Background: an optimization exercise with open tools, aiming at small area, a short achievable clock period and few clock cycles per item. Do not read the settings as production practice.
The RTL was checked by simulation tests, not by an equivalence proof against the original design.
Power figures rest on the tool's default switching activity, not on a simulated workload.

==> design/flow/design.v <==
`timescale 1ns/100ps
package gomoku_pkg;
    typedef enum logic [1:0] {
        EMPTY = 2'b00,
        BLACK = 2'b01,   
        WHITE = 2'b10    
    } cell_t;
    typedef union packed {
        struct packed {
            logic [32-2*4-1:0] rsvd;
            logic [4-1:0]           row;   
            logic [4-1:0]           col;
        } move;                                     
        struct packed {
            logic [32-3:0] rsvd;
            logic               new_game;
            logic               pass;
        } ctrl;                                     
    } reg_word_u;
    typedef struct packed {
        logic [16:0] rsvd;
        logic [8:0]  move_count;   
        logic        last_ok;      
        cell_t       winner;
        cell_t       turn;
        logic        busy;         
    } status_t;
endpackage
`timescale 1ns/100ps
module gomoku_regs (
    input  logic                      clock,
    input  logic                      rst,
    input  logic [5-1:0]        awaddr,
    input  logic                      awvalid,
    output logic                      awready,
    input  logic [32-1:0]        wdata,
    input  logic                      wvalid,
    output logic                      wready,
    output logic                      bvalid,
    output logic [1:0]                bresp,
    input  logic                      bready,
    input  logic [5-1:0]        araddr,
    input  logic                      arvalid,
    output logic                      arready,
    output logic                      rvalid,
    output logic [32-1:0]        rdata,
    output logic [1:0]                rresp,
    input  logic                      rready,
    input  gomoku_pkg::cell_t         pt,         
    input  logic                      five,
    output logic                      clear,        
    output logic                      wr_en,        
    output logic                      diag,
    output logic [3:0][4:0]    s1,
    output logic                      neg1,
    output logic [3:0][4:0]    s2,
    output logic [15:0][1:0]          lo1,
    output logic [15:0][1:0]          lo2,
    output logic                      top2,
    output logic [4-1:0]       pick_row,     
    output logic [4-1:0]       last_row,
    output logic [4-1:0]       last_col,
    output logic                      white,        
    output logic                      won
);
    gomoku_pkg::reg_word_u wv;
    logic                  ready;
    logic                  wr_fire;
    logic                  ar_fire;
    logic                  mv_fire;
    logic                  sel_fire;
    logic                  ng_fire;
    logic                  pass_fire;
    logic                  lines;       
    logic                  placed;      
    logic                  five_hv;
    logic                  last_ok;
    logic [8:0]            move_count;
    logic [4-1:0]   cell_row;
    logic [4-1:0]   cell_col;
    logic                  rsel_st;     
    logic [14:0]           rd_q;
    logic [8:0]            count_nx;
    gomoku_pkg::cell_t     cell_q;
    logic [4:0]     sum;
    logic [4:0]     dif;
    assign wv = wdata;
    assign awready = ready;
    assign wready  = ready;
    assign bresp   = 2'b00;
    assign arready = !rvalid;
    assign rresp   = 2'b00;
    assign wr_fire   = awvalid && wvalid && ready;
    assign ar_fire   = arvalid && !rvalid;
    assign mv_fire   = wr_fire && awaddr == 5'h00;
    assign sel_fire  = wr_fire && awaddr == 5'h08;
    assign ng_fire   = wr_fire && awaddr == 5'h04 && wv.ctrl.new_game;
    assign pass_fire = wr_fire && awaddr == 5'h04 && wv.ctrl.pass && !wv.ctrl.new_game;
    assign sum = {1'b0, last_row} + {1'b0, last_col};
    assign dif = {1'b0, last_col} - {1'b0, last_row};
    assign pick_row = lines ? last_row : cell_row;
    assign wr_en    = placed;
    always_ff @(posedge clock) begin
        if (rst) begin
            ready  <= 1'b1;
            bvalid <= 1'b0;
            rvalid <= 1'b0;
            lines  <= 1'b0;
            diag   <= 1'b0;
        end else begin
            ready  <= !wr_fire && !(bvalid && !bready) && !lines;
            bvalid <= wr_fire || (bvalid && !bready);
            rvalid <= ar_fire || (rvalid && !rready);
            lines  <= mv_fire;
            diag   <= lines;
        end
    end
    always_ff @(posedge clock) begin
        clear <= rst || ng_fire;
    end
    always_ff @(posedge clock) begin
        if (rst) begin
            last_row <= '0;
            last_col <= '0;
            cell_row <= '0;
            cell_col <= '0;
        end else begin
            if (mv_fire) begin
                last_row <= wv.move.row;
                last_col <= wv.move.col;
            end
            if (sel_fire) begin
                cell_row <= wv.move.row;
                cell_col <= wv.move.col;
            end
        end
    end
    always_ff @(posedge clock) begin
        for (int q = 0; q < 4; q++) begin
            if (rst) begin
                s1[q] <= '0;
            end else if (mv_fire || sel_fire) begin
                s1[q] <= {1'b0, wv.move.col};
            end else if (lines) begin
                s1[q] <= {1'b0, dif[4-1:0]} + (4+1)'(q);
            end else begin
                s1[q] <= {1'b0, cell_col};
            end
            if (mv_fire) begin
                s2[q] <= {1'b0, wv.move.row};
            end else begin
                s2[q] <= {1'b0, sum[4-1:0]} - (4+1)'(q);
            end
        end
        neg1 <= dif[4];
    end
    always_ff @(posedge clock) begin
        for (int i = 0; i < 16; i++) begin
            if (rst) begin
                lo1[i] <= 2'(i / 4);
            end else if (mv_fire || sel_fire) begin
                lo1[i] <= wv.move.col[1:0] ^ 2'(i / 4);
            end else if (lines) begin
                lo1[i] <= (dif[1:0] + 2'(i % 4)) ^ 2'(i / 4);
            end else begin
                lo1[i] <= cell_col[1:0] ^ 2'(i / 4);
            end
            if (mv_fire) begin
                lo2[i] <= wv.move.row[1:0] ^ 2'(i / 4);
            end else begin
                lo2[i] <= (sum[1:0] - 2'(i % 4)) ^ 2'(i / 4);
            end
        end
        top2 <= sum[4];
    end
    always_ff @(posedge clock) begin
        if (rst) begin
            placed <= 1'b0;
        end else begin
            placed <= lines && pt == gomoku_pkg::EMPTY && !won;
        end
        five_hv <= five;   
    end
    assign count_nx = move_count + 9'(placed);
    always_ff @(posedge clock) begin
        if (rst || ng_fire) begin
            white      <= 1'b0;
            won        <= 1'b0;
            last_ok    <= 1'b0;
            move_count <= '0;
        end else begin
            if (diag) begin
                last_ok <= placed;
            end
            move_count <= count_nx;
            if (placed) begin
                if (five_hv || five) begin
                    won <= 1'b1;   
                end else begin
                    white <= !white;
                end
            end
            if (pass_fire && !won) begin
                white <= !white;
            end
        end
    end
    always_ff @(posedge clock) begin
        cell_q <= (rst || clear) ? gomoku_pkg::EMPTY : pt;
        if (!rvalid) begin
            rsel_st <= araddr == 5'h0C;
            case (araddr)
                5'h00:     rd_q <= {7'b0, last_row, last_col};
                5'h08: rd_q <= {7'b0, cell_row, cell_col};
                5'h0C:   rd_q <= {count_nx, diag ? placed : last_ok, 5'b0};
                5'h10:     rd_q <= {13'b0, cell_q};
                default:       rd_q <= '0;
            endcase
        end
    end
    assign rdata = {17'b0, rd_q[14:5],
                    rd_q[4:1] | {4{rsel_st}} & {won && white, won && !white, white, !white},
                    rd_q[0]};
endmodule
`timescale 1ns/100ps
module board_store (
    input  logic                                   clock,
    input  logic                                   clear,       
    input  logic                                   wr_en,       
    input  logic [4-1:0]                    wr_row,
    input  logic [4-1:0]                    wr_col,
    input  logic                                   wr_white,
    input  logic [16-1:0][1:0]             lo1,    
    input  logic [16-1:0][1:0]             hi1,
    input  logic [16-1:0][1:0]             lo2,    
    input  logic [16-1:0][1:0]             hi2,
    output logic [16-1:0]                  p1_b,
    output logic [16-1:0]                  p1_w,
    output logic [16-1:0]                  p2_b,
    output logic [16-1:0]                  p2_w
);
    logic [16-1:0][16-1:0] bl;   
    logic [16-1:0][16-1:0] wh;
    logic [16-1:0]                 row_b;
    logic [16-1:0]                 row_w;
    logic [16-1:0]                 col_hit;
    always_comb begin
        for (int i = 0; i < 16; i++) begin
            row_b[i]   = wr_en && !wr_white && wr_row == 4'(i);
            row_w[i]   = wr_en && wr_white && wr_row == 4'(i);
            col_hit[i] = wr_col == 4'(i);
        end
    end
    always_ff @(posedge clock) begin
        for (int i = 0; i < 16; i++) begin
            for (int j = 0; j < 16; j++) begin
                bl[i][j] <= !clear && (bl[i][j] || (row_b[i] && col_hit[j]));
                wh[i][j] <= !clear && (wh[i][j] || (row_w[i] && col_hit[j]));
            end
        end
    end
    logic [16-1:0][16-1:0] r1b;
    logic [16-1:0][16-1:0] r1w;
    logic [16-1:0][16-1:0] r2b;
    logic [16-1:0][16-1:0] r2w;
    for (genvar i = 0; i < 16; i++) begin : g_port
        for (genvar x = 0; x < 16; x++) begin : g_in
            localparam int Y = (x / 4) * 4 + ((x % 4) ^ (i / 4));
            assign r1b[i][x] = bl[i][Y];
            assign r1w[i][x] = wh[i][Y];
            assign r2b[i][x] = bl[Y][i];
            assign r2w[i][x] = wh[Y][i];
        end
        assign p1_b[i] = r1b[i][{hi1[i], lo1[i]}];
        assign p1_w[i] = r1w[i][{hi1[i], lo1[i]}];
        assign p2_b[i] = r2b[i][{hi2[i], lo2[i]}];
        assign p2_w[i] = r2w[i][{hi2[i], lo2[i]}];
    end
endmodule
`timescale 1ns/100ps
module win_checker (
    input  logic                                   diag,       
    input  logic [3:0][4:0]                 s1,         
    input  logic                                   neg1,       
    input  logic [3:0][4:0]                 s2,         
    input  logic                                   top2,       
    input  logic [4-1:0]                    row,        
    input  logic [4-1:0]                    col,
    input  logic                                   white,      
    input  logic [16-1:0]                  p1_b,
    input  logic [16-1:0]                  p1_w,
    input  logic [16-1:0]                  p2_b,
    input  logic [16-1:0]                  p2_w,
    output logic [16-1:0][1:0]             hi1,
    output logic [16-1:0][1:0]             hi2,
    output logic                                   five
);
    logic [16-1:0] ok1;
    logic [16-1:0] ok2;
    function automatic logic [2:0] add_m(input logic [2:0] t, input int m);
        case (m)
            0: add_m = {t[2], t[1], t[0]};
            1: add_m = {t[2] || (t[1] && t[0]), t[1] ^ t[0], !t[0]};
            2: add_m = {t[2] || t[1], !t[1], t[0]};
            default: add_m = {t[2] || t[1] || t[0], !(t[1] ^ t[0]), !t[0]};
        endcase
    endfunction
    function automatic logic [2:0] sub_m(input logic [2:0] t, input int m);
        case (m)
            0: sub_m = {t[2], t[1], t[0]};
            1: sub_m = {t[2] || (!t[1] && !t[0]), !(t[1] ^ t[0]), !t[0]};
            2: sub_m = {t[2] || !t[1], !t[1], t[0]};
            default: sub_m = {t[2] || !(t[1] && t[0]), t[1] ^ t[0], !t[0]};
        endcase
    endfunction
    always_comb begin
        for (int i = 0; i < 16; i++) begin
            logic [2:0] h1;
            logic [2:0] h2;
            h1 = add_m(s1[i % 4][4:2], i / 4);
            h2 = sub_m(s2[i % 4][4:2], i / 4);
            hi1[i] = diag ? h1[1:0] : s1[i % 4][3:2];
            hi2[i] = diag ? h2[1:0] : s2[i % 4][3:2];
            ok1[i] = !diag || h1[2] == neg1;
            ok2[i] = !diag || h2[2] == top2;
        end
    end
    logic [16-1:0] line1_b;
    logic [16-1:0] line1_w;
    logic [16-1:0] line2_b;
    logic [16-1:0] line2_w;
    logic                  five_b;
    logic                  five_w;
    always_comb begin
        for (int i = 0; i < 16; i++) begin
            line1_b[i] = (ok1[i] && p1_b[i]) || row == 4'(i);
            line1_w[i] = (ok1[i] && p1_w[i]) || row == 4'(i);
            line2_b[i] = (ok2[i] && p2_b[i]) || col == 4'(i);
            line2_w[i] = (ok2[i] && p2_w[i]) || col == 4'(i);
        end
    end
    always_comb begin
        five_b = 1'b0;
        five_w = 1'b0;
        for (int s = 0; s + 5 <= 16; s++) begin
            five_b = five_b || &line1_b[s+:5] || &line2_b[s+:5];
            five_w = five_w || &line1_w[s+:5] || &line2_w[s+:5];
        end
    end
    assign five = white ? five_w : five_b;
endmodule
`timescale 1ns/100ps
module status_display (
    input  logic                clock,
    input  logic                rst,
    input  logic [4-1:0] last_row,
    input  logic [4-1:0] last_col,
    input  logic                white,    
    input  logic                won,
    output logic [6:0]          hex0,     
    output logic [6:0]          hex1,     
    output logic [7:0]          ledr,
    output logic [7:0]          ledg
);
    localparam logic [16*7-1:0] SEGS = {
        7'b0001110, 7'b0000110, 7'b0100001, 7'b1000110,    
        7'b0000011, 7'b0001000, 7'b0010000, 7'b0000000,    
        7'b1111000, 7'b0000010, 7'b0010010, 7'b0011001,    
        7'b0110000, 7'b0100100, 7'b1111001, 7'b1000000};   
    always_ff @(posedge clock) begin
        if (rst) begin
            hex1 <= SEGS[6:0];
            hex0 <= SEGS[6:0];
        end else begin
            hex1 <= SEGS[7*last_row +: 7];
            hex0 <= SEGS[7*last_col +: 7];
        end
    end
    assign ledr = {won && !white, 6'b0, !won && !white};
    assign ledg = {!won && white, 6'b0, won && white};
endmodule
`timescale 1ns/100ps
module gomoku_top (
    input  logic               clock,
    input  logic               rst,
    input  logic [5-1:0] awaddr,
    input  logic               awvalid,
    output logic               awready,
    input  logic [32-1:0] wdata,
    input  logic               wvalid,
    output logic               wready,
    output logic               bvalid,
    output logic [1:0]         bresp,
    input  logic               bready,
    input  logic [5-1:0] araddr,
    input  logic               arvalid,
    output logic               arready,
    output logic               rvalid,
    output logic [32-1:0] rdata,
    output logic [1:0]         rresp,
    input  logic               rready,
    output logic [6:0]         hex0,
    output logic [6:0]         hex1,
    output logic [7:0]         ledr,
    output logic [7:0]         ledg
);
    logic                                 clear;
    logic                                 wr_en;
    logic                                 diag;
    logic [3:0][4:0]               s1;
    logic [3:0][4:0]               s2;
    logic                                 neg1;
    logic                                 top2;
    logic [4-1:0]                  pick_row;
    logic [4-1:0]                  last_row;
    logic [4-1:0]                  last_col;
    logic                                 white;
    logic                                 won;
    logic                                 five;
    gomoku_pkg::cell_t                    pt;
    logic [16-1:0][1:0]           lo1;
    logic [16-1:0][1:0]           lo2;
    logic [16-1:0][1:0]           hi1;
    logic [16-1:0][1:0]           hi2;
    logic [16-1:0]                p1_b;
    logic [16-1:0]                p1_w;
    logic [16-1:0]                p2_b;
    logic [16-1:0]                p2_w;
    assign pt = gomoku_pkg::cell_t'({p1_w[pick_row], p1_b[pick_row]});
    gomoku_regs u_regs (
        .clock, .rst,
        .awaddr, .awvalid, .awready, .wdata, .wvalid, .wready,
        .bvalid, .bresp, .bready,
        .araddr, .arvalid, .arready, .rvalid, .rdata, .rresp, .rready,
        .pt, .five, .clear, .wr_en, .diag, .s1, .neg1, .s2, .top2, .lo1, .lo2,
        .pick_row, .last_row, .last_col, .white, .won
    );
    board_store u_board (
        .clock, .clear, .wr_en,
        .wr_row (last_row),
        .wr_col (last_col),
        .wr_white (white),
        .lo1, .hi1, .lo2, .hi2, .p1_b, .p1_w, .p2_b, .p2_w
    );
    win_checker u_check (
        .diag, .s1, .neg1, .s2, .top2,
        .row (last_row),
        .col (last_col),
        .white, .p1_b, .p1_w, .p2_b, .p2_w,
        .hi1, .hi2, .five
    );
    status_display u_disp (
        .clock, .rst,
        .last_row, .last_col, .white, .won, .hex0, .hex1, .ledr, .ledg
    );
endmodule
==> design/flow/run.sh <==
#!/bin/bash
# synth_recipe.tcl (not shown) runs the flow's synth.tcl, then flattens the netlist and writes it again
# the make line also repeats each setting of config.mk as NAME=value (left out here)
make -C /OpenROAD-flow-scripts/flow DESIGN_CONFIG=/design/flow/config.mk WORK_HOME=/design/flow/orfs CLKGATE_MAP_FILE= SYNTH_SCRIPT=/design/flow/synth_recipe.tcl finish
==> design/flow/config.mk <==
export PLATFORM = sky130hd
export DESIGN_NAME = gomoku_top
export DESIGN_NICKNAME = gomoku_top
export VERILOG_FILES = /design/flow/design.v
export SDC_FILE = /design/flow/constraint.sdc
export NUM_CORES = 4
export LEC_CHECK = 0
export ABC_CLOCK_PERIOD_IN_PS = 3000
export CAP_MARGIN = 20
export CORE_MARGIN = 2
export CORE_UTILIZATION = 30
export CTS_BUF_LIST = sky130_fd_sc_hd__clkbuf_16
export CTS_CLUSTER_DIAMETER = 80
export CTS_CLUSTER_SIZE = 25
export SETUP_SLACK_MARGIN = 5
export SLEW_MARGIN = 20
export TNS_END_PERCENT = 25
==> design/flow/constraint.sdc <==
create_clock -name core_clock -period 8.0 [get_ports {clock}]
set_input_delay 1.6000 -clock core_clock [delete_from_list [all_inputs] [get_ports {clock}]]
set_output_delay 1.6000 -clock core_clock [all_outputs]
set_load 0.01 [all_outputs]
==> results.py, run 1 <==
metrics = {
    "run_status": {
        "outcome": "no timing/DRC/antenna violations",
    },
    "power_and_ir_drop": {
        "power_frac_seq_pct": 58.7,
        "p_leak_nw": 12.8,
        "pwr-share-comb_pct": 3.4,
        "power_density_mw_per_mm2": 150,
        "p_sw_mw": 1.27,
        "finalPower_mw": 5.38,
        "p_int_mw": 4.11,
        "pwr-share-clk_pct": 37.9,
        "max-vdd-ir-drop_v": 0.000117,
        "switching_share_pct": 23.6,
    },
    "sta": {
        "max_slew_margin_pct": 25.7,
        "finalMaxSlewViolations": 0,
        "finalSetupViolCount": 0,
        "fin_skew_ns": 0.0197,
        "whs_ns": 0.495,
        "grt_setup_unrepaired": "true",
        "max_freq_mhz": 300,
        "setup_tns_ns": 0,
        "tightest_slew_ns": 1.12,
        "worst_slack_ns": 4.67,
        "min_period_ns": 3.33,
        "fin_crit_sh_pct": 41.7,
        "finalHoldViolations": 0,
    },
    "cells_and_area": {
        "area_growth_syn_to_layout_pct": 13.8,
        "fillers": 10500,
        "layout.nets": 3353,
        "seqCellArea_mm2": 0.0128,
        "final_cell_mix": "nor2_1 (632), a21oi_1 (591), dfxtp_1 (571)",
        "stdcell_count": 4653,
        "layout_commonest_cell": "nor2_1",
        "multi_input_area_mm2": 0.0177,
        "drive_above_1_share_pct": 19.7,
        "diodes": 0,
    },
    "logic_synthesis": {
        "yosysTopAreaCell": "dfxtp_1",
        "synth-main-ff-cell": "dfxtp_1",
        "postSynthAreaPerCell_um2": 9.56,
        "async_flop_share_pct": 0,
        "syn_inst": 3295,
        "yosysWarnings": 4,
        "synth_area_leaders": "dfxtp_1 (39%), mux4_2 (19%), a21oi_1 (9.6%), nor2_1 (7.6%), mux2i_1 (3.3%)",
        "synth_top_area_share_pct": 38.9,
        "synth_cell_types": 80,
        "synth_edf_count": 16,
        "yosysSeqAreaShare_pct": 40.4,
        "synth_seq_cells": 628,
        "netlist_area_mm2": 0.0315,
    },
    "global_route": {
        "grt_max_degree": 228,
        "top_usage_layer": "met2",
        "grtUsageMet1_pct": 31.6,
        "grt_pass1_wl_um": 180000,
        "track_usage_pct": 22.8,
        "met3_usage_pct": 4.27,
        "met2_usage_pct": 33.1,
        "antenna_found_initial": 1,
        "overflow": 0,
        "grt_pass1_vias": 24700,
    },
    "worst_hold_path": {
        "hold_class": "reg -> reg",
        "hold_depth": 2,
        "whs_endpoint": "u_regs.bvalid$_SDFF_PP0_",
        "min_from": "u_regs.bvalid$_SDFF_PP0_",
    },
    "setup_path": {
        "arrival_ns": 3.86,
        "crit_type": "reg -> reg",
        "crit_fanout": 10,
        "cp.required_ns": 8.53,
        "r2r_setup_slack_ns": 4.67,
        "cp-start-kind": "register",
        "r2r_cells": 11,
        "rr_endpoint": "u_regs.white$_SDFFE_PP0P_",
        "end_kind": "register",
        "r2r-start": "u_regs.last_row[1]$_SDFFE_PP0P_",
    },
    "routing": {
        "wl_um": 127000,
        "drc": 0,
        "drtIter0Drc": 3833,
        "final_antenna_net_count": 0,
        "drtPass1Iterations": 5,
        "route.detailed.wl_per_inst_um": 27.3,
        "viasPerCell": 5.86,
        "vias": 27300,
    },
    "die": {
        "die_h_um": 328,
        "die_area_mm2": 0.108,
        "initial_utilization_pct": 30.3,
        "die_x_um": 328,
        "num_rows": 118,
        "io_pins": 120,
        "core_mm2": 0.104,
    },
    "clock_network": {
        "root_buffer": "clkbuf_16",
        "cts_hold_buf": 0,
        "numCtsBuffers": 34,
        "htreeDepth": 2,
        "clkLatencyLatePin_ns": 0.60,
        "clock_sinks": 628,
        "cts_tree": "yes",
        "cts_buffer_depth": 3,
        "path_clk_slew_ns": 0.10,
    },
    "run": {
        "cap_violations": 0,
    },
    "placed_design": {
        "dp_cells": 4533,
        "place_ws_ns": 3.46,
        "globalplace.congestion": 1.08,
        "hpwlAfterDp_um": 85300,
        "portBuffers": 62,
    },
}
## registers in the layout, indices dropped and copies added, names as in the netlist, 9 cells and up
name / flops
u_regs.lo2: 12
u_board.bl: 256
u_regs.s2: 11
u_regs.move_count: 9
u_regs.lo1: 12
u_regs.rd_q: 15
u_board.wh: 256
u_regs.s1: 11
## per-layer routing
layer  part of all wire (%)  wire length (um)
met1                     40             50900
met2                     42             52900
met3                     11             14400
met4                    6.9              8800
met5                      0                 0
## worst max path at each step
| stage | from | endpoint | cells after the start |
|---|---|---|---|
| 2_1_floorplan | awaddr[1] | u_regs.lo2[28]$_DFF_P_ | 6 |
| 3_3_place_gp | u_regs.diag$_SDFF_PP0_ | u_regs.won$_SDFFE_PP0P_ | 11 |
| 3_5_place_dp | u_regs.diag$_SDFF_PP0_ | u_regs.won$_SDFFE_PP0P_ | 11 |
| 4_1_cts | u_regs.lo2[13]$_DFF_P_ | u_regs.won$_SDFFE_PP0P_ | 11 |
| 5_1_grt | u_regs.s2[12]$_DFF_P_ | u_regs.won$_SDFFE_PP0P_ | 13 |
| 6_report | u_regs.last_row[1]$_SDFFE_PP0P_ | u_regs.white$_SDFFE_PP0P_ | 11 |
## power groups by stage
stage | Clock [mW] | Combinational, mW | Sequential (mW)
after detailed placement | 0 | 0.162 | 3.24
after global placement | 0 | 0.162 | 3.24
after global routing | 2.17 | 0.193 | 3.16
after CTS | 2.06 | 0.177 | 3.16
final | 2.04 | 0.184 | 3.16
after floorplan | 0 | 0.124 | 3.22
## synth_stat cells, types with 4 or more instances
| master | n |
|---|---|
| nor2_1 | 638 |
| dfxtp_1 | 612 |
| a21oi_1 | 601 |
| mux4_2 | 268 |
| clkbuf_1 | 213 |
| nand2_1 | 187 |
| mux2i_1 | 105 |
| buf_4 | 50 |
| nand3_1 | 49 |
| buf_2 | 46 |
| ha_1 | 45 |
| inv_1 | 42 |
| o21ai_0 | 41 |
| xor2_1 | 27 |
| and2_1 | 26 |
| nor3_1 | 24 |
| xnor2_1 | 23 |
| mux2_2 | 21 |
| nor2b_1 | 20 |
| a211oi_1 | 19 |
| edfxtp_1 | 16 |
| o211ai_1 | 16 |
| a31oi_1 | 14 |
| nand2b_1 | 11 |
| or3_1 | 11 |
| a21o_1 | 10 |
| and3_1 | 10 |
| a21boi_0 | 8 |
| o21bai_1 | 8 |
| buf_1 | 7 |
| nand4_1 | 7 |
| a22o_1 | 6 |
| a22oi_1 | 6 |
| o21ai_1 | 6 |
| o221ai_1 | 6 |
| a311oi_1 | 5 |
| nand3b_1 | 5 |
| o21a_1 | 5 |
| xor2_2 | 5 |
| nor3b_1 | 4 |
| o22ai_1 | 4 |
## cell type report
type                       instances  area share (%)
timing repair buffer             212            6.27
sequential                       628            35.9
multi-input combinational       2334            49.5
clock buffer                      36            2.52
inverter                          47           0.538
clock inverter                    16           0.534
tap                             1380            4.82
## metrics by stage
step / utilization [%] / cell area, um^2
3_3_place_gp: 32.0 / 33200
6_report: 34.5 / 35800
3_5_place_dp: 32.0 / 33200
2_1_floorplan: - / 31700
4_1_cts: 34.3 / 35600
5_1_grt: 34.5 / 35800
## critical path, stage by stage, from the launching register on
cell and delay [ns]:
dfxtp_2 0.42, inv_1 0.25, ha_1 0.49, nand3_2 0.36
o221ai_2 0.27, o21ai_1 0.24, nor4b_1 0.42, o221ai_1 0.16
nand4_1 0.12, and4b_4 0.23, nor3_1 0.17, nand3b_1 0.12
## what timing repair did
item / in CTS / in global routing
gates cloned: 5 / 2
pin swaps: 12 / 8
setup buffers: 56 / 5
gates resized for setup: 213 / 39
setup endpoints to repair: 90 / 83
## logic make-up after synthesis
group / Yosys count / synth area share (%)
other cells: 1 / 0.0119
compound gates: 784 / 13.7
simple gates: 1016 / 13.5
flops: 628 / 40.4
buf+inv: 366 / 5.24
mux: 395 / 23.3
xor+xnor: 58 / 1.88
fa+ha+maj: 47 / 1.92
Testbench counts, summed over its fixed seeds: cycles 17,312, moves 3,200.
==> run 2: changes to the inputs <==
--- a/design/flow/config.mk
+++ b/design/flow/config.mk
@@ -14,3 +14,4 @@
 export CTS_CLUSTER_SIZE = 25
-export SETUP_SLACK_MARGIN = 5
+export PLACE_DENSITY = 0.8
+export SETUP_SLACK_MARGIN = 4.7
 export SLEW_MARGIN = 20
==> run 2 against run 1 <==
Synthesized cell count is the same. Final area is 1.9% lower. Die area stayed put. First-iteration DRC count grew 33%. Count of clock-buffer cells in the layout shrank 5. Fmax is 2.0% lower. Critical path type is now reg -> out. Final cell count decreased by 0.86%. Combinational power is 8% lower.
==> results.py, run 2 <==
metrics = {
    "cells_and_area": {
        "drive_above_1_share_pct": 17.9,
        "layout.nets": 3320,
        "reg_top3": "u_board.bl x256, u_board.wh x256, u_regs.rd_q x15",
        "layout_commonest_cell": "nor2_1",
        "final_cell_mix": "nor2_1 (621), a21oi_1 (596), dfxtp_1 (574)",
        "fillers": 10200,
        "area_growth_syn_to_layout_pct": 11.6,
    },
    "worst_hold_path": {
        "hold_class": "reg -> reg",
    },
    "placed_design": {
        "hpwlAfterDp_um": 80100,
        "globalplace.congestion": 1.06,
        "portBuffers": 62,
    },
    "clock_network": {
        "numCtsBuffers": 30,
        "clock_sinks": 628,
        "clkLatencyLatePin_ns": 0.65,
        "path_clk_slew_ns": 0.10,
        "cts_buffer_depth": 3,
        "cts_tree": "yes",
        "root_buffer": "clkbuf_16",
        "htreeDepth": 1,
    },
    "power_and_ir_drop": {
        "power_density_mw_per_mm2": 145,
        "p_sw_mw": 1.17,
        "p_int_mw": 3.90,
        "switching_share_pct": 23.1,
        "p_leak_nw": 12.4,
        "max-vdd-ir-drop_v": 0.000131,
        "pwr-share-comb_pct": 3.3,
        "pwr-share-clk_pct": 34.4,
        "power_frac_seq_pct": 62.3,
    },
    "routing": {
        "route.detailed.wl_per_inst_um": 25.8,
        "drc": 0,
        "viasPerCell": 6.06,
        "vias": 28000,
        "drtIter0Drc": 5107,
        "wl_um": 119000,
        "final_antenna_net_count": 0,
        "drtPass1Iterations": 8,
    },
    "sta": {
        "fin_skew_ns": 0.0201,
        "fin_crit_sh_pct": 42.5,
        "grt_setup_unrepaired": "true",
        "whs_ns": 0.497,
        "tightest_slew_ns": 1.17,
        "setup_tns_ns": 0,
        "max_slew_margin_pct": 22.1,
        "finalSetupViolCount": 0,
        "max_freq_mhz": 294,
        "finalHoldViolations": 0,
        "finalMaxSlewViolations": 0,
        "min_period_ns": 3.40,
    },
    "die": {
        "io_pins": 120,
        "initial_utilization_pct": 30.3,
        "die_x_um": 328,
        "die_area_mm2": 0.108,
        "num_rows": 118,
        "core_mm2": 0.104,
        "die_h_um": 328,
    },
    "logic_synthesis": {
        "synth_edf_count": 16,
        "synth_cell_types": 80,
        "yosysSeqAreaShare_pct": 40.4,
        "synth_area_leaders": "dfxtp_1 (39%), mux4_2 (19%), a21oi_1 (9.6%), nor2_1 (7.6%), mux2i_1 (3.3%)",
        "async_flop_share_pct": 0,
        "yosysTopAreaCell": "dfxtp_1",
        "postSynthAreaPerCell_um2": 9.56,
        "netlist_top_cells_count": "nor2_1 (638), dfxtp_1 (612), a21oi_1 (601)",
        "yosysMostFrequentCell": "nor2_1",
        "yosysWarnings": 4,
        "syn_inst": 3295,
        "synth_seq_cells": 628,
        "synth-main-ff-cell": "dfxtp_1",
        "synth_top_area_share_pct": 38.9,
        "netlist_area_mm2": 0.0315,
    },
    "setup_path": {
        "arrival_ns": 1.80,
        "crit_fanout": 5,
        "crit_type": "reg -> out",
        "cp.required_ns": 6.40,
        "r2r_setup_slack_ns": 4.63,
        "end_kind": "output port",
        "cp-start-kind": "register",
    },
    "global_route": {
        "overflow": 0,
        "grt_pass1_vias": 25300,
        "grt_max_degree": 235,
        "antenna_found_initial": 10,
        "grt_pass1_wl_um": 169000,
        "track_usage_pct": 20.9,
    },
    "run": {
        "cap_violations": 0,
    },
    "run_status": {
        "outcome": "no timing/DRC/antenna violations",
    },
}
run 2: cell counts after synthesis:
Identical to the previous run, type by type.
run 2: worst max-delay path, cell delays in order (launching register included):
cell and delay [ns]:
dfxtp_4 0.38, buf_4 0.14, nor2b_1 0.10, clkdlybuf4s50_1 0.55
run 2: layout make-up:
class / count / area [um^2] / share of cell area, %
well taps: 1380 / 1730 / 4.92
clock inverters: 8 / 66.3 / 0.189
repair buffers: 183 / 1880 / 5.34
flip-flops and latches: 628 / 12800 / 36.6
multi-input cells: 2334 / 17600 / 50.2
clock buffers: 31 / 776 / 2.21
inverters: 47 / 183 / 0.520
diodes: 2 / 5.00 / 0.0142
run 2: cells by family (layout without fill, tap and decap cells):
kind of cell | Yosys count | in the layout | share of synthesized area (%)
AO/OA/AOI/OAI | 784 | 784 | 13.7
XOR/XNOR | 58 | 58 | 1.88
adder cells (fa/ha/maj) | 47 | 47 | 1.92
buffers and inverters | 366 | 269 | 5.24
flip-flops | 628 | 628 | 40.4
multiplexers | 395 | 395 | 23.3
other | 1 | 35 | 0.0119
AND/OR/NAND/NOR | 1016 | 1017 | 13.5
run 2: repair_timing:
action                                  4_1_cts  5_1_grt
endpoints found under the hold margin         0        0
gates resized for setup                     101       64
endpoints found under the setup margin       35       35
gates cloned                                  1        3
pin swaps                                     5        8
buffers inserted                             26       24
hold buffers                                  0        0
run 2: through the flow:
stage | instances | cell area, um^2 | setup slack [ns] | power (mW) | util, %
after floorplan | 3327 | 31600 | 4.79 | 3.35 | -
after global placement | 4515 | 33000 | 3.75 | 3.39 | 31.8
after detailed placement | 4518 | 33100 | 3.66 | 3.39 | 31.8
after CTS | 4584 | 34500 | 4.56 | 5.07 | 33.3
after global routing | 4611 | 35100 | 4.55 | 5.19 | 33.8
final | 4613 | 35100 | 4.60 | 5.08 | 33.8
run 2: metal layers:
metal | vias up | wire length [um] | global-route usage (%)
li1 | 11500 | - | -
met1 | 13300 | 41100 | 26.2
met2 | 2491 | 49800 | 30.7
met3 | 589 | 18000 | 6.63
met4 | 16 | 10100 | 14.5
met5 | - | 101 | 0
run 2: power groups by stage:
stage / logic, mW / registers, mW / clock network, mW
floorplan: 0.123 / 3.22 / 0
global placement: 0.151 / 3.24 / 0
detailed placement: 0.151 / 3.24 / 0
CTS: 0.159 / 3.16 / 1.75
global route: 0.179 / 3.16 / 1.85
finish: 0.170 / 3.16 / 1.75
run 2: worst paths after layout:
kind / end / from / depth (start not counted)
hold / removal: u_regs.cell_row[2]$_SDFFE_PP0P_ / u_regs.cell_row[2]$_SDFFE_PP0P_ / 2
setup reg to reg: u_regs.won$_SDFFE_PP0P_ / u_regs.lo1[9]$_SDFF_PP0_ / 11
hold reg to reg: u_regs.cell_row[2]$_SDFFE_PP0P_ / u_regs.cell_row[2]$_SDFFE_PP0P_ / 2
setup / recovery: ledr[7] / u_regs.white$_SDFFE_PP0P_ / 3
==> run 3: changes to the inputs <==
--- a/design/flow/config.mk
+++ b/design/flow/config.mk
@@ -15,3 +15,3 @@
 export PLACE_DENSITY = 0.8
-export SETUP_SLACK_MARGIN = 4.7
+export SETUP_SLACK_MARGIN = 4.4
 export SLEW_MARGIN = 20
==> run 3 against run 2 <==
Still clean on timing, DRC and antenna. Clock power is essentially flat. Largest cell class unchanged. Flip-flop and latch count is the same. Critical path depth grew 8. Via count shrank 2.0%. Wire length shrank 2.5%. Non-clock buffer count shrank 34. Fmax shrank 5.6%. Core utilization shrank 0.77 points. Total power is essentially flat.
==> results.py, run 3 <==
metrics = {
    "cells_and_area": {
        "layout.nets": 3285,
        "area_growth_syn_to_layout_pct": 9.01,
        "layout_commonest_cell": "nor2_1",
        "reg_top3": "u_board.bl x256, u_board.wh x256, u_regs.rd_q x15",
        "final_cell_mix": "nor2_1 (621), a21oi_1 (599), dfxtp_1 (581)",
        "drive_above_1_share_pct": 15.6,
    },
    "die": {
        "core_mm2": 0.104,
        "initial_utilization_pct": 30.3,
        "io_pins": 120,
        "die_h_um": 328,
        "die_x_um": 328,
        "die_area_mm2": 0.108,
        "num_rows": 118,
    },
    "logic_synthesis": {
        "yosysMostFrequentCell": "nor2_1",
        "syn_inst": 3295,
        "synth_area_leaders": "dfxtp_1 (39%), mux4_2 (19%), a21oi_1 (9.6%), nor2_1 (7.6%), mux2i_1 (3.3%)",
        "yosysSeqAreaShare_pct": 40.4,
        "synth_seq_cells": 628,
        "netlist_top_cells_count": "nor2_1 (638), dfxtp_1 (612), a21oi_1 (601)",
        "synth_cell_types": 80,
        "yosysWarnings": 4,
        "synth-main-ff-cell": "dfxtp_1",
        "synth_top_area_share_pct": 38.9,
        "synth_edf_count": 16,
        "async_flop_share_pct": 0,
        "yosysTopAreaCell": "dfxtp_1",
        "netlist_area_mm2": 0.0315,
        "postSynthAreaPerCell_um2": 9.56,
    },
    "sta": {
        "min_period_ns": 3.60,
        "fin_skew_ns": 0.0277,
        "setup_tns_ns": 0,
        "finalHoldViolations": 0,
        "max_slew_margin_pct": 19.8,
        "fin_crit_sh_pct": 45.1,
        "worst_slack_ns": 4.40,
        "tightest_slew_ns": 1.20,
        "max_freq_mhz": 277,
        "finalSetupViolCount": 0,
        "finalMaxSlewViolations": 0,
        "grt_setup_unrepaired": "true",
    },
    "power_and_ir_drop": {
        "p_int_mw": 3.90,
        "switching_share_pct": 23.0,
        "p_sw_mw": 1.17,
        "power_density_mw_per_mm2": 148,
        "pwr-share-clk_pct": 34.4,
        "pwr-share-comb_pct": 3.1,
        "power_frac_seq_pct": 62.5,
        "p_leak_nw": 12.1,
        "max-vdd-ir-drop_v": 0.000132,
    },
    "placed_design": {
        "portBuffers": 62,
        "hpwlAfterDp_um": 80100,
        "globalplace.congestion": 1.06,
        "place_ws_ns": 3.66,
    },
    "setup_path": {
        "cp_num_buf_inv": 1,
        "crit_chain": "clkinv_2 -> ha_1 -> mux2i_4 -> mux2i_1 -> o221ai_1 -> nor2b_1 -> a21boi_0 -> or4_1 -> and4_2 -> nor3_1 -> nand3b_1",
        "cpPeakStageDelay_ns": 0.54,
        "cp.required_ns": 8.58,
        "path_delay_family": "simple AND/OR/NAND/NOR gates",
        "crit_fanout": 7,
        "crit_type": "reg -> reg",
        "crit_start": "u_regs.s2[7]$_DFF_P_",
        "crit_slowest_cell": "or4_1",
        "cp-start-kind": "register",
        "end_kind": "register",
        "r2r-start": "u_regs.s2[7]$_DFF_P_",
        "r2r_setup_slack_ns": 4.40,
        "arrival_ns": 4.18,
    },
    "global_route": {
        "grt_pass1_wl_um": 167000,
        "overflow": 0,
        "track_usage_pct": 20.6,
        "antenna_found_initial": 12,
        "grt_pass1_vias": 25100,
        "grt_max_degree": 235,
    },
    "clock_network": {
        "root_buffer": "clkbuf_16",
        "clock_sinks": 628,
        "cts_tree": "yes",
        "htreeDepth": 1,
        "clkLatencyLatePin_ns": 0.65,
        "path_clk_slew_ns": 0.10,
        "numCtsBuffers": 30,
        "cts_buffer_depth": 3,
        "cts_hold_buf": 0,
    },
    "routing": {
        "drtPass1Iterations": 8,
        "drc": 0,
        "vias": 27400,
        "final_antenna_net_count": 0,
        "wl_um": 116000,
        "viasPerCell": 5.99,
        "drtIter0Drc": 4825,
        "route.detailed.wl_per_inst_um": 25.4,
    },
    "run_status": {
        "outcome": "no timing/DRC/antenna violations",
    },
    "run": {
        "cap_violations": 0,
    },
    "worst_hold_path": {
        "min_from": "u_board.wh[103]$_DFF_P_",
        "hold_class": "reg -> reg",
    },
}
run 3: path summary, 6_finish.rpt:
check	end	depth (start not counted)
worst max register to register	u_regs.white$_SDFFE_PP0P_	11
worst max-delay path	u_regs.white$_SDFFE_PP0P_	11
worst min register to register	u_board.wh[103]$_DFF_P_	2
worst min-delay path	u_board.wh[103]$_DFF_P_	2
run 3: final cells by class:
cell class / instances / area, um^2
Timing Repair Buffer: 149 / 1390
Inverter: 47 / 179
Multi-Input combinational cell: 2333 / 17400
Antenna cell: 4 / 10.0
Clock buffer: 31 / 776
Fill cell: 10400 / 69500
Tap cell: 1380 / 1730
Sequential cell: 628 / 12800
Clock inverter: 8 / 66.3
run 3: worst reg2reg max path, cell delays in order (launching register included):
cell	delay, ns
dfxtp_2	0.48
clkinv_2	0.20
ha_1	0.39
mux2i_4	0.31
mux2i_1	0.24
o221ai_1	0.38
nor2b_1	0.31
a21boi_0	0.12
or4_1	0.54
and4_2	0.26
nor3_1	0.18
nand3b_1	0.12
run 3: kinds of logic after synthesis:
family                     count (synthesis)  synth area share, %
and+or+nand+nor                         1016                 13.5
muxes                                    395                 23.3
DFF                                      628                 40.4
adders and majority gates                 47                 1.92
AOI/OAI and AO/OA                        784                 13.7
other                                      1               0.0119
xor gates and xnor gates                  58                 1.88
buffers and inverters                    366                 5.24
run 3: layer usage:
metal | global-route usage, % | up-vias | routed length (um)
met4 | 13.6 | 16 | 9280
met1 | 25.9 | 13100 | 41100
li1 | - | 11400 | -
met2 | 30.5 | 2304 | 48900
met5 | 0 | - | 103
met3 | 6.32 | 516 | 16800
run 3: power groups by stage:
stage          sequential [mW]  combinational (mW)  clock [mW]
2_1_floorplan             3.22               0.123           0
3_3_place_gp              3.24               0.151           0
3_5_place_dp              3.24               0.151           0
4_1_cts                   3.17               0.153        1.75
5_1_grt                   3.17               0.167        1.85
6_report                  3.17               0.158        1.75
run 3: through the flow:
step	instances	hold WS, ns	utilization, %	cell area [um^2]	total power, mW
CTS	4562	0.496	32.8	34100	5.07
global placement	4515	0.460	31.8	33000	3.39
finish	4580	0.497	33.1	34300	5.07
floorplan	3327	0.448	-	31600	3.35
global route	4577	0.516	33.1	34300	5.19
detailed placement	4518	0.472	31.8	33100	3.39
run 3: repair_timing:
item                       4_1_cts  5_1_grt
gates resized for setup         30       33
pin swaps                        2        2
hold endpoints to repair         0        0
setup endpoints to repair       17       28
buffers inserted                 5       14
==> run 4: changes to the inputs <==
--- a/design/flow/config.mk
+++ b/design/flow/config.mk
@@ -15,3 +15,3 @@
 export PLACE_DENSITY = 0.8
-export SETUP_SLACK_MARGIN = 4.4
+export SETUP_SLACK_MARGIN = 4.0
 export SLEW_MARGIN = 20
==> run 4 against run 3 <==
Still clean. Die area unchanged. Flip-flop and latch count unchanged. Critical path depth increased by 1. Worst hold slack improved by 0.0033 ns. Final cell count decreased by 0.46%. Largest cell class unchanged.
==> results.py, run 4 <==
metrics = {
    "routing": {
        "drc": 0,
        "drtIter0Drc": 4630,
        "wl_met1_um": 41000,
        "wl_um": 115000,
        "met2_length_um": 48100,
        "vias": 27200,
        "routed.top_layer": "met5",
        "route.detailed.wl_per_inst_um": 25.3,
        "drtPass1Iterations": 6,
        "wl_met3_um": 16400,
        "viasPerCell": 5.97,
        "final_antenna_net_count": 0,
    },
    "clock_network": {
        "cts_buffer_depth": 3,
        "numCtsBuffers": 30,
        "root_buffer": "clkbuf_16",
        "cts_tree": "yes",
        "clock_sinks": 628,
        "clkLatencyLatePin_ns": 0.65,
        "htreeDepth": 1,
        "path_clk_slew_ns": 0.11,
    },
    "sta": {
        "grt_setup_unrepaired": "true",
        "fin_crit_sh_pct": 49.9,
        "finalSetupViolCount": 0,
        "finalMaxSlewViolations": 0,
        "min_period_ns": 3.99,
        "max_freq_mhz": 251,
        "finalHoldViolations": 0,
        "tightest_slew_ns": 1.23,
        "fin_skew_ns": 0.0293,
        "worst_slack_ns": 4.01,
        "max_slew_margin_pct": 17.8,
        "setup_tns_ns": 0,
    },
    "logic_synthesis": {
        "synth-main-ff-cell": "dfxtp_1",
        "yosysWarnings": 4,
        "synth_area_leaders": "dfxtp_1 (39%), mux4_2 (19%), a21oi_1 (9.6%), nor2_1 (7.6%), mux2i_1 (3.3%)",
        "synth_seq_cells": 628,
        "netlist_top_cells_count": "nor2_1 (638), dfxtp_1 (612), a21oi_1 (601)",
        "yosysTopAreaCell": "dfxtp_1",
        "yosysMostFrequentCell": "nor2_1",
        "postSynthAreaPerCell_um2": 9.56,
        "yosysSeqAreaShare_pct": 40.4,
        "synth_top_area_share_pct": 38.9,
        "synth_edf_count": 16,
        "netlist_area_mm2": 0.0315,
        "async_flop_share_pct": 0,
        "syn_inst": 3295,
        "synth_cell_types": 80,
    },
    "worst_hold_path": {
        "hold_class": "reg -> reg",
        "hold_depth": 2,
    },
    "placed_design": {
        "portBuffers": 62,
        "placed_cell_area_mm2": 0.0331,
        "globalplace.congestion": 1.06,
        "place_ws_ns": 3.66,
        "hpwlAfterDp_um": 80100,
    },
    "setup_path": {
        "r2r_setup_slack_ns": 4.01,
        "arrival_ns": 4.55,
        "crit_type": "reg -> reg",
        "r2r_cells": 12,
        "cp-start-kind": "register",
        "crit_fanout": 11,
        "cp.required_ns": 8.56,
        "rr_endpoint": "u_regs.won$_SDFFE_PP0P_",
        "r2r-start": "u_regs.s2[13]$_DFF_P_",
        "crit_start": "u_regs.s2[13]$_DFF_P_",
        "crit_end": "u_regs.won$_SDFFE_PP0P_",
        "end_kind": "register",
    },
    "run": {
        "cap_violations": 0,
    },
    "power_and_ir_drop": {
        "pwr-share-comb_pct": 3.1,
        "p_sw_mw": 1.16,
        "switching_share_pct": 22.9,
        "max-vdd-ir-drop_v": 0.000133,
        "power_frac_seq_pct": 62.6,
        "finalPower_mw": 5.06,
        "p_leak_nw": 12.0,
        "pwr-share-clk_pct": 34.3,
        "power_density_mw_per_mm2": 149,
        "p_int_mw": 3.90,
    },
    "global_route": {
        "antenna_found_initial": 8,
        "grt_max_degree": 235,
        "overflow": 0,
        "track_usage_pct": 20.5,
        "grt_pass1_vias": 25100,
        "grt_pass1_wl_um": 166000,
    },
    "cells_and_area": {
        "area_growth_syn_to_layout_pct": 8.04,
        "final_cell_mix": "nor2_1 (622), a21oi_1 (601), dfxtp_1 (595)",
        "final_area_mm2": 0.0340,
        "layout_commonest_cell": "nor2_1",
        "reg_top3": "u_board.bl x256, u_board.wh x256, u_regs.rd_q x15",
        "drive_above_1_share_pct": 14.3,
        "layout.nets": 3267,
    },
    "die": {
        "initial_utilization_pct": 30.3,
        "core_mm2": 0.104,
        "num_rows": 118,
        "io_pins": 120,
        "die_area_mm2": 0.108,
        "die_h_um": 328,
        "die_x_um": 328,
    },
    "run_status": {
        "outcome": "no timing/DRC/antenna violations",
    },
}
[run 4: cell counts after synthesis]
No cell type changed its count.
[run 4: logic make-up (layout without fill, tap and decap cells)]
group | count (synthesis) | after routing | synth area share [%]
xor+xnor | 58 | 58 | 1.88
other cells | 1 | 34 | 0.0119
flops | 628 | 628 | 40.4
simple gates | 1016 | 1016 | 13.5
fa+ha+maj | 47 | 47 | 1.92
mux | 395 | 395 | 23.3
buf+inv | 366 | 217 | 5.24
compound gates | 784 | 784 | 13.7
[run 4: per-stage QoR]
stage               hold WS, ns  util (%)  cells
floorplan                 0.448         -   3327
global placement          0.460      31.8   4515
detailed placement        0.472      31.8   4518
CTS                       0.496      32.7   4557
global route              0.516      32.8   4558
finish                    0.500      32.8   4559
[run 4: worst max-delay path, cell delays in order, from the launching register on]
cell	delay (ns)
dfxtp_1	0.71
inv_1	0.27
ha_1	0.36
and2_1	0.20
a21oi_1	0.58
mux2i_1	0.33
a21oi_1	0.07
or3_1	0.36
a31oi_1	0.26
nand4_1	0.11
and4b_4	0.39
nor2_2	0.06
o31a_1	0.23
[run 4: final cells by class]
class                      instances  area, um^2
timing repair buffer             131        1180
inverter                          47         180
tap                             1380        1730
antenna                            1        2.50
clock inverter                     8        66.3
clock buffer                      31         776
sequential                       628       12800
multi-input combinational       2333       17300
fill                           10400       69800
[run 4: timing repair]
action / 4_1_cts / 5_1_grt
setup buffers: 0 / 1
hold buffers: 0 / 0
gates resized for setup: 4 / 10
pin swaps: 0 / 1
endpoints found under the setup margin: 3 / 6
cloned: 0 / 0
[run 4: metal layers]
layer / vias up / global-route usage, %
met5: - / 0
li1: 11400 / -
met3: 546 / 6.24
met2: 2287 / 30.2
met4: 10 / 13.9
met1: 13000 / 25.9
[run 4: power groups by stage]
stage	Combinational [mW]	Clock [mW]	Sequential, mW
global placement	0.151	0	3.24
global route	0.165	1.85	3.17
finish	0.156	1.74	3.17
detailed placement	0.151	0	3.24
floorplan	0.123	0	3.22
CTS	0.152	1.75	3.17
[run 4: how the worst min path moves through the flow]
stage / from / to / slack, ns
2_1_floorplan: u_board.bl[161]$_DFF_P_ / u_board.bl[161]$_DFF_P_ / 0.45
3_3_place_gp: u_board.wh[154]$_DFF_P_ / u_board.wh[154]$_DFF_P_ / 0.46
3_5_place_dp: u_board.bl[70]$_DFF_P_ / u_board.bl[70]$_DFF_P_ / 0.47
4_1_cts: u_board.wh[152]$_DFF_P_ / u_board.wh[152]$_DFF_P_ / 0.50
5_1_grt: u_board.bl[27]$_DFF_P_ / u_board.bl[27]$_DFF_P_ / 0.52
6_report: u_regs.cell_row[2]$_SDFFE_PP0P_ / u_regs.cell_row[2]$_SDFFE_PP0P_ / 0.50
==> run 5: changes to the inputs <==
--- a/design/flow/config.mk
+++ b/design/flow/config.mk
@@ -15,3 +15,3 @@
 export PLACE_DENSITY = 0.8
-export SETUP_SLACK_MARGIN = 4.0
+export SETUP_SLACK_MARGIN = 4.6
 export SLEW_MARGIN = 20
==> run 5 against run 4 <==
Sequential power about the same. Non-clock buffer count increased by 20. Still clean. Critical endpoint is now rdata[4]. Synthesized cell count is the same. Area after synthesis unchanged. Clock skew is 0.0042 ns lower. Global-route usage rose by 0.16 points.
==> results.py, run 5 <==
metrics = {
    "setup_path": {
        "cp_num_buf_inv": 1,
        "crit_slowest_cell": "clkdlybuf4s50_1",
        "cpPeakStageDelay_ns": 0.47,
        "crit_fanout": 4,
        "cp.required_ns": 6.40,
        "cp-start-kind": "register",
        "crit_chain": "a31o_2 -> clkdlybuf4s50_1",
        "crit_type": "reg -> out",
        "arrival_ns": 1.84,
        "path_delay_family": "buffers and inverters",
        "end_kind": "output port",
    },
    "global_route": {
        "grt_max_degree": 235,
        "track_usage_pct": 20.7,
        "overflow": 0,
        "grt_pass1_vias": 25300,
        "grt_pass1_wl_um": 168000,
        "antenna_found_initial": 7,
    },
    "cells_and_area": {
        "layout.nets": 3287,
        "drive_above_1_share_pct": 16.4,
        "reg_top3": "u_board.bl x256, u_board.wh x256, u_regs.rd_q x15",
        "final_area_mm2": 0.0346,
        "final_cell_mix": "nor2_1 (621), a21oi_1 (597), dfxtp_1 (577)",
        "area_growth_syn_to_layout_pct": 9.90,
        "final_core_util_pct": 33.3,
        "layout_commonest_cell": "nor2_1",
    },
    "sta": {
        "fin_crit_sh_pct": 43.0,
        "finalSetupViolCount": 0,
        "tightest_slew_ns": 1.18,
        "fin_skew_ns": 0.0251,
        "finalMaxSlewViolations": 0,
        "max_freq_mhz": 291,
        "max_slew_margin_pct": 21.3,
        "whs_ns": 0.497,
        "setup_tns_ns": 0,
        "min_period_ns": 3.44,
        "grt_setup_unrepaired": "true",
        "finalHoldViolations": 0,
    },
    "routing": {
        "vias": 27500,
        "route.detailed.wl_per_inst_um": 25.6,
        "final_antenna_net_count": 0,
        "drtIter0Drc": 4931,
        "drtPass1Iterations": 7,
        "wl_um": 117000,
        "viasPerCell": 6.01,
        "drc": 0,
    },
    "die": {
        "core_mm2": 0.104,
        "num_rows": 118,
        "die_x_um": 328,
        "die_h_um": 328,
        "initial_utilization_pct": 30.3,
        "die_area_mm2": 0.108,
        "io_pins": 120,
    },
    "power_and_ir_drop": {
        "finalPower_mw": 5.07,
        "max-vdd-ir-drop_v": 0.000130,
        "power_density_mw_per_mm2": 146,
        "p_leak_nw": 12.2,
    },
    "worst_hold_path": {
        "hold_class": "reg -> reg",
    },
    "logic_synthesis": {
        "yosysWarnings": 4,
        "yosysTopAreaCell": "dfxtp_1",
        "synth_area_leaders": "dfxtp_1 (39%), mux4_2 (19%), a21oi_1 (9.6%), nor2_1 (7.6%), mux2i_1 (3.3%)",
        "postSynthAreaPerCell_um2": 9.56,
        "synth_top_area_share_pct": 38.9,
        "async_flop_share_pct": 0,
        "netlist_top_cells_count": "nor2_1 (638), dfxtp_1 (612), a21oi_1 (601)",
        "yosysSeqAreaShare_pct": 40.4,
        "synth_cell_types": 80,
        "netlist_area_mm2": 0.0315,
        "yosysMostFrequentCell": "nor2_1",
        "synth_seq_cells": 628,
        "synth-main-ff-cell": "dfxtp_1",
        "synth_edf_count": 16,
        "syn_inst": 3295,
    },
    "clock_network": {
        "numCtsBuffers": 30,
        "root_buffer": "clkbuf_16",
        "cts_buffer_depth": 3,
        "cts_tree": "yes",
        "htreeDepth": 1,
        "clock_sinks": 628,
        "cts_hold_buf": 0,
        "clkLatencyLatePin_ns": 0.65,
        "path_clk_slew_ns": 0.11,
    },
    "placed_design": {
        "globalplace.congestion": 1.06,
        "portBuffers": 62,
        "hpwlAfterDp_um": 80100,
        "placed_cell_area_mm2": 0.0331,
    },
    "run_status": {
        "outcome": "no timing/DRC/antenna violations",
    },
    "run": {
        "cap_violations": 0,
    },
}
[run 5: routing by layer]
layer  vias to the layer above  global-route usage, %  wire length, um
li1                      11400                      -                -
met5                         -                      0              100
met4                        10                   13.6             9110
met2                      2279                   30.7            49700
met1                     13300                   26.0            41200
met3                       523                   6.28            17200
[run 5: logic make-up (layout without fill, tap and decap cells)]
family,after synthesis,after routing,synth area share (%)
other,1,36,0.0119
adder cells (fa/ha/maj),47,47,1.92
flip-flops,628,628,40.4
AO/OA/AOI/OAI,784,784,13.7
XOR/XNOR,58,58,1.88
multiplexers,395,395,23.3
buffers and inverters,366,237,5.24
AND/OR/NAND/NOR,1016,1016,13.5
[run 5: worst paths after layout]
check                                               from                       end  slack [ns]  cells past startpoint
worst max register to register    u_regs.diag$_SDFF_PP0_  u_regs.placed$_SDFF_PP0_        4.57                     10
worst max-delay path            u_regs.rsel_st$_DFFE_PN_                  rdata[4]        4.56                      2
worst min register to register    u_board.bl[70]$_DFF_P_    u_board.bl[70]$_DFF_P_        0.50                      2
worst min-delay path              u_board.bl[70]$_DFF_P_    u_board.bl[70]$_DFF_P_        0.50                      2
[run 5: per-stage QoR]
stage	instances	worst slack (ns)
finish	4581	4.56
global route	4578	4.50
CTS	4571	4.52
detailed placement	4518	3.66
global placement	4515	3.75
floorplan	3327	4.79
[run 5: timing repair]
action | in CTS | in global routing
cloned | 0 | 1
gates resized for setup | 68 | 51
buffers inserted | 14 | 6
pin swaps | 3 | 4
endpoints found under the setup margin | 35 | 28
[run 5: worst min-delay path, cell delays in order (launching register included)]
cell and delay (ns):
dfxtp_1 0.36, a21oi_1 0.05, nor2_1 0.07
[run 5: area by class of cell]
class                      count  area, um^2
clock buffer                  31         776
multi-input combinational   2333       17500
timing repair buffer         151        1510
clock inverter                 8        66.3
sequential                   628       12800
inverter                      47         179
antenna                        3        7.51
tap                         1380        1730
fill                       10300       69200
[run 5: power by group]
group	internal (mW)	switching (mW)	leakage, nW
clock network	0.705	1.03	0.417
logic	0.0548	0.106	6.63
registers	3.14	0.0238	5.12
total	3.90	1.16	12.2
==> run 6: changes to the inputs <==
--- a/design/flow/config.mk
+++ b/design/flow/config.mk
@@ -15,3 +15,3 @@
 export PLACE_DENSITY = 0.8
-export SETUP_SLACK_MARGIN = 4.6
+export SETUP_SLACK_MARGIN = 5
 export SLEW_MARGIN = 20
==> run 6 against run 5 <==
Non-clock buffer count is 88 higher. Sequential share of layout area is 1.6 points lower. Core utilization rose by 1.6 points. Register-to-register slack better by 0.16 ns. First-iteration DRC count grew 14%. Synthesized cell count did not move. Worst setup slack improved by 0.17 ns. Die area did not move. Critical path depth up 9. Wire length increased by 6.8%. Largest power group unchanged.
==> results.py, run 6 <==
metrics = {
    "run_status": {
        "outcome": "no timing/DRC/antenna violations",
    },
    "clock_network": {
        "path_clk_slew_ns": 0.10,
        "cts_hold_buf": 0,
        "htreeDepth": 1,
        "cts_buffer_depth": 3,
        "clock_sinks": 628,
        "clkLatencyLatePin_ns": 0.66,
        "numCtsBuffers": 31,
        "root_buffer": "clkbuf_16",
        "cts_tree": "yes",
    },
    "die": {
        "io_pins": 120,
        "core_mm2": 0.104,
        "initial_utilization_pct": 30.3,
        "die_x_um": 328,
        "die_area_mm2": 0.108,
        "num_rows": 118,
        "die_h_um": 328,
    },
    "setup_path": {
        "arrival_ns": 3.82,
        "end_kind": "register",
        "cp-start-kind": "register",
        "crit_type": "reg -> reg",
        "path_delay_family": "compound AO/OA/AOI/OAI gates",
        "cp.required_ns": 8.55,
        "crit_slowest_cell": "dfxtp_4",
        "cpPeakStageDelay_ns": 0.52,
        "cp_num_buf_inv": 1,
        "crit_chain": "buf_4 -> mux4_2 -> mux2i_1 -> o32ai_1 -> a311oi_2 -> a211oi_2 -> a31oi_4 -> nand4_1 -> and4b_4 -> nor2_2 -> o31a_1",
        "crit_fanout": 9,
    },
    "sta": {
        "tightest_slew_ns": 1.15,
        "min_period_ns": 3.27,
        "fin_skew_ns": 0.0304,
        "grt_setup_unrepaired": "true",
        "finalSetupViolCount": 0,
        "finalMaxSlewViolations": 0,
        "finalHoldViolations": 0,
        "max_freq_mhz": 306,
        "whs_ns": 0.501,
        "fin_crit_sh_pct": 40.9,
        "setup_tns_ns": 0,
        "max_slew_margin_pct": 22.8,
    },
    "routing": {
        "drtIter0Drc": 5645,
        "vias": 28500,
        "drc": 0,
        "wl_um": 125000,
        "routed.top_layer": "met5",
        "wl_met1_um": 43400,
        "final_antenna_net_count": 0,
        "met2_length_um": 51100,
        "wl_met3_um": 20000,
        "drtPass1Iterations": 15,
        "viasPerCell": 6.09,
        "route.detailed.wl_per_inst_um": 26.8,
    },
    "logic_synthesis": {
        "async_flop_share_pct": 0,
        "postSynthAreaPerCell_um2": 9.56,
        "netlist_top_cells_count": "nor2_1 (638), dfxtp_1 (612), a21oi_1 (601)",
        "netlist_area_mm2": 0.0315,
        "yosysMostFrequentCell": "nor2_1",
        "synth_area_leaders": "dfxtp_1 (39%), mux4_2 (19%), a21oi_1 (9.6%), nor2_1 (7.6%), mux2i_1 (3.3%)",
        "yosysWarnings": 4,
        "yosysSeqAreaShare_pct": 40.4,
        "synth_cell_types": 80,
        "synth-main-ff-cell": "dfxtp_1",
        "synth_seq_cells": 628,
        "synth_top_area_share_pct": 38.9,
        "synth_edf_count": 16,
        "yosysTopAreaCell": "dfxtp_1",
        "syn_inst": 3295,
    },
    "placed_design": {
        "hpwlAfterDp_um": 81400,
        "globalplace.congestion": 1.05,
        "dp_cells": 4517,
        "portBuffers": 62,
    },
    "power_and_ir_drop": {
        "power_density_mw_per_mm2": 142,
        "max-vdd-ir-drop_v": 0.000120,
        "p_leak_nw": 13.1,
        "finalPower_mw": 5.17,
    },
    "global_route": {
        "grt_max_degree": 109,
        "overflow": 0,
        "grt_pass1_vias": 25900,
        "grt_pass1_wl_um": 177000,
        "antenna_found_initial": 6,
        "track_usage_pct": 22.1,
    },
    "run": {
        "cap_violations": 0,
    },
    "cells_and_area": {
        "fillers": 10100,
        "layout_commonest_cell": "nor2_1",
        "final_cell_mix": "nor2_1 (621), a21oi_1 (593), dfxtp_1 (571)",
        "area_growth_syn_to_layout_pct": 15.3,
        "drive_above_1_share_pct": 21.0,
        "stdcell_count": 4672,
        "layout.nets": 3376,
        "reg_top3": "u_board.bl x256, u_board.wh x256, u_regs.rd_q x15",
        "final_core_util_pct": 35.0,
    },
    "worst_hold_path": {
        "hold_class": "reg -> reg",
    },
}
-- run 6: cell counts after synthesis --
No cell type changed its count.
-- run 6: cell families (layout without fill, tap and decap cells) --
group                    count (synthesis)  after routing  synth area share [%]
AND/OR/NAND/NOR                       1016           1016                  13.5
AO/OA/AOI/OAI                          784            784                  13.7
flip-flops                             628            628                  40.4
multiplexers                           395            395                  23.3
buffers and inverters                  366            328                  5.24
XOR/XNOR                                58             58                  1.88
adder cells (fa/ha/maj)                 47             47                  1.92
other                                    1             36                0.0119
-- run 6: final timing paths --
| path | slack, ns | cells past startpoint | endpoint | startpoint |
|---|---|---|---|---|
| worst max-delay path | 4.73 | 11 | u_regs.won$_SDFFE_PP0P_ | u_regs.lo2[23]$_DFF_P_ |
| worst min-delay path | 0.50 | 2 | u_board.bl[161]$_DFF_P_ | u_board.bl[161]$_DFF_P_ |
| worst max register to register | 4.73 | 11 | u_regs.won$_SDFFE_PP0P_ | u_regs.lo2[23]$_DFF_P_ |
| worst min register to register | 0.50 | 2 | u_board.bl[161]$_DFF_P_ | u_board.bl[161]$_DFF_P_ |
-- run 6: report_power, final --
part | leakage, nW | internal [mW] | total [mW] | switching, mW
Clock | 0.447 | 0.748 | 1.82 | 1.08
Combinational | 7.56 | 0.0644 | 0.187 | 0.123
Sequential | 5.12 | 3.14 | 3.16 | 0.0179
Total | 13.1 | 3.95 | 5.17 | 1.22
-- run 6: stage by stage --
stage / area [um^2] / setup slack [ns]
CTS: 35600 / 4.82
floorplan: 31700 / 5.00
global placement: 33000 / 3.75
detailed placement: 33000 / 3.75
global route: 36300 / 4.72
finish: 36300 / 4.73
-- run 6: what timing repair did --
action                     in CTS  in global routing
buffers inserted               69                 32
pin swaps                      18                 17
cloned                          6                  2
setup endpoints to repair     174                165
resized for setup             236                 83
-- run 6: area by class of cell --
cell class	instances	area [um^2]	share of cell area [%]
antenna	3	7.51	0.0207
clock buffer	31	776	2.14
clock inverter	11	126	0.348
inverter	47	201	0.555
multi-input combinational	2333	18000	49.5
sequential	628	12900	35.4
tap	1380	1730	4.76
timing repair buffer	239	2620	7.22
-- run 6: routing by layer --
metal  up-vias  GRT usage, %
li1      11600             -
met1     13600          28.0
met2      2617          32.1
met3       603          7.31
met4         6          14.3
met5         -             0
-- run 6: worst min-delay path, cell delays in order, from the launching register on --
cell     delay (ns)
dfxtp_1        0.36
a21oi_1        0.05
nor2_1         0.07
==> run 7: changes to the inputs <==
--- a/design/flow/config.mk
+++ b/design/flow/config.mk
@@ -13,5 +13,5 @@
 export CTS_CLUSTER_DIAMETER = 80
-export CTS_CLUSTER_SIZE = 25
+export CTS_CLUSTER_SIZE = 20
 export PLACE_DENSITY = 0.8
-export SETUP_SLACK_MARGIN = 5
+export SETUP_SLACK_MARGIN = 4.8
 export SLEW_MARGIN = 20
==> run 7 against run 6 <==
Synthesized cell count stayed put. Still clean on timing, DRC and antenna. Critical endpoint is now ledr[7]. First-iteration DRC count shrank 7.7%. Flip-flop and latch count stayed put. Total power increased by 2.7%. Combinational power shrank 4%. Worst setup slack got worse by 0.070 ns. Largest cell class unchanged. Global-route usage down 1.0 points. Critical path type is now reg -> out. Wire length down 3.1%.
==> results.py, run 7 <==
metrics = {
    "run_status": {
        "outcome": "no timing/DRC/antenna violations",
    },
    "cells_and_area": {
        "multi_input_area_mm2": 0.0178,
        "reg_top3": "u_board.bl x256, u_board.wh x256, u_regs.rd_q x15",
        "final_cell_mix": "nor2_1 (613), a21oi_1 (594), dfxtp_1 (571)",
        "fillers": 10100,
        "layout.nets": 3361,
        "seqCellArea_mm2": 0.0128,
        "drive_above_1_share_pct": 20.0,
        "stdcell_count": 4654,
    },
    "logic_synthesis": {
        "netlist_top_cells_count": "nor2_1 (638), dfxtp_1 (612), a21oi_1 (601)",
        "yosysMostFrequentCell": "nor2_1",
        "postSynthAreaPerCell_um2": 9.56,
        "synth-main-ff-cell": "dfxtp_1",
        "synth_edf_count": 16,
        "async_flop_share_pct": 0,
        "yosysSeqAreaShare_pct": 40.4,
        "netlist_area_mm2": 0.0315,
        "yosysTopAreaCell": "dfxtp_1",
        "synth_seq_cells": 628,
        "syn_inst": 3295,
        "synth_area_leaders": "dfxtp_1 (39%), mux4_2 (19%), a21oi_1 (9.6%), nor2_1 (7.6%), mux2i_1 (3.3%)",
        "synth_top_area_share_pct": 38.9,
    },
    "placed_design": {
        "hpwlAfterDp_um": 79400,
        "dp_cells": 4508,
        "globalplace.congestion": 1.06,
        "portBuffers": 62,
    },
    "global_route": {
        "antenna_found_initial": 11,
        "grt_max_degree": 205,
        "grt_pass1_vias": 25200,
        "track_usage_pct": 21.0,
    },
    "worst_hold_path": {
        "whs_endpoint": "u_board.bl[142]$_DFF_P_",
        "hold_depth": 2,
        "hold_class": "reg -> reg",
        "min_from": "u_board.bl[142]$_DFF_P_",
    },
    "routing": {
        "wl_um": 121000,
        "drtPass1Iterations": 7,
        "drc": 0,
        "drtIter0Drc": 5209,
        "final_antenna_net_count": 0,
        "route.detailed.wl_per_inst_um": 26.1,
    },
    "setup_path": {
        "end_kind": "output port",
        "rr_endpoint": "u_regs.placed$_SDFF_PP0_",
        "arrival_ns": 1.74,
        "cp-start-kind": "register",
        "r2r_setup_slack_ns": 4.67,
        "r2r-start": "u_regs.s1[2]$_SDFF_PP0_",
        "cp.required_ns": 6.40,
    },
    "sta": {
        "finalSetupViolCount": 0,
        "fin_skew_ns": 0.0214,
        "tightest_slew_ns": 1.20,
        "max_freq_mhz": 299,
        "finalMaxSlewViolations": 0,
        "setup_tns_ns": 0,
    },
    "power_and_ir_drop": {
        "p_leak_nw": 12.7,
        "switching_share_pct": 23.0,
        "pwr-share-clk_pct": 37.1,
        "pwr-share-comb_pct": 3.4,
        "max-vdd-ir-drop_v": 0.000147,
        "p_sw_mw": 1.22,
        "power_density_mw_per_mm2": 148,
    },
    "die": {
        "die_area_mm2": 0.108,
        "num_rows": 118,
        "io_pins": 120,
        "core_mm2": 0.104,
        "die_x_um": 328,
    },
    "clock_network": {
        "cts_buffer_depth": 3,
        "htreeDepth": 2,
        "numCtsBuffers": 38,
        "cts_tree": "yes",
        "clkLatencyLatePin_ns": 0.61,
        "clock_sinks": 628,
    },
}
## run 7: cell count changes in the layout (fill, tap and decap cells not counted), sizes merged, moves of 2 or more
cell	delta
clkdlybuf4s50	+26
diode	-2
buf	-30
clkinvlp	-2
bufbuf	-5
dlymetal6s2s	-18
clkbuf	+13
## run 7: power groups by stage
| stage | combinational, mW | clock [mW] | sequential, mW |
|---|---|---|---|
| after CTS | 0.164 | 1.97 | 3.16 |
| after global routing | 0.188 | 2.08 | 3.16 |
| after floorplan | 0.123 | 0 | 3.22 |
| after global placement | 0.153 | 0 | 3.24 |
| final | 0.180 | 1.97 | 3.16 |
| after detailed placement | 0.154 | 0 | 3.24 |
## run 7: area by class of cell
type	instances	share of cell area, %
clock buffers	39	2.72
well taps	1380	4.82
multi-input cells	2333	49.8
flip-flops and latches	628	35.8
repair buffers	217	6.14
inverters	47	0.552
diodes	1	0.00698
clock inverters	9	0.175
## run 7: metrics by stage
stage,utilization [%],setup slack [ns],hold slack (ns),area [um^2]
final,34.5,4.66,0.496,35800
after global routing,34.5,4.61,0.507,35800
after CTS,33.6,4.65,0.493,34900
after detailed placement,31.8,3.56,0.473,33000
after global placement,31.7,3.64,0.460,32900
after floorplan,-,4.79,0.448,31600
## run 7: critical path, cell delays in order (launching register included)
cell and delay, ns:
dfxtp_4 0.38, buf_4 0.14, nor2b_1 0.09, clkdlybuf4s50_1 0.53
## run 7: layer usage
layer / vias up / global-route usage (%) / routed length [um]
met1: 13300 / 26.3 / 41600
met4: 16 / 14.2 / 10600
met5: - / 0 / 116
met2: 2485 / 31.0 / 50200
li1: 11600 / - / -
met3: 546 / 6.54 / 18900
## run 7: logic make-up after synthesis
family | count (synthesis) | share of synthesized area (%)
mux | 395 | 23.3
other cells | 1 | 0.0119
flops | 628 | 40.4
buf+inv | 366 | 5.24
simple gates | 1016 | 13.5
fa+ha+maj | 47 | 1.92
xor+xnor | 58 | 1.88
compound gates | 784 | 13.7
## run 7: what timing repair did
action / CTS / global route
hold endpoints to repair: 0 / 0
hold buffers: 0 / 0
resized for setup: 137 / 73
buffers inserted: 31 / 61
gates cloned: 0 / 5
setup endpoints to repair: 61 / 54
pin swaps: 6 / 16
## run 7: worst max path at each step
stage,from,endpoint,slack [ns]
finish,u_regs.white$_SDFFE_PP0P_,ledr[7],4.66
global route,u_regs.won$_SDFFE_PP0P_,ledr[7],4.61
floorplan,awaddr[1],u_regs.won$_SDFFE_PP0P_,4.79
CTS,u_regs.white$_SDFFE_PP0P_,ledr[7],4.65
global placement,awvalid,u_regs.last_row[2]$_SDFFE_PP0P_,3.64
detailed placement,awvalid,u_regs.last_row[2]$_SDFFE_PP0P_,3.56
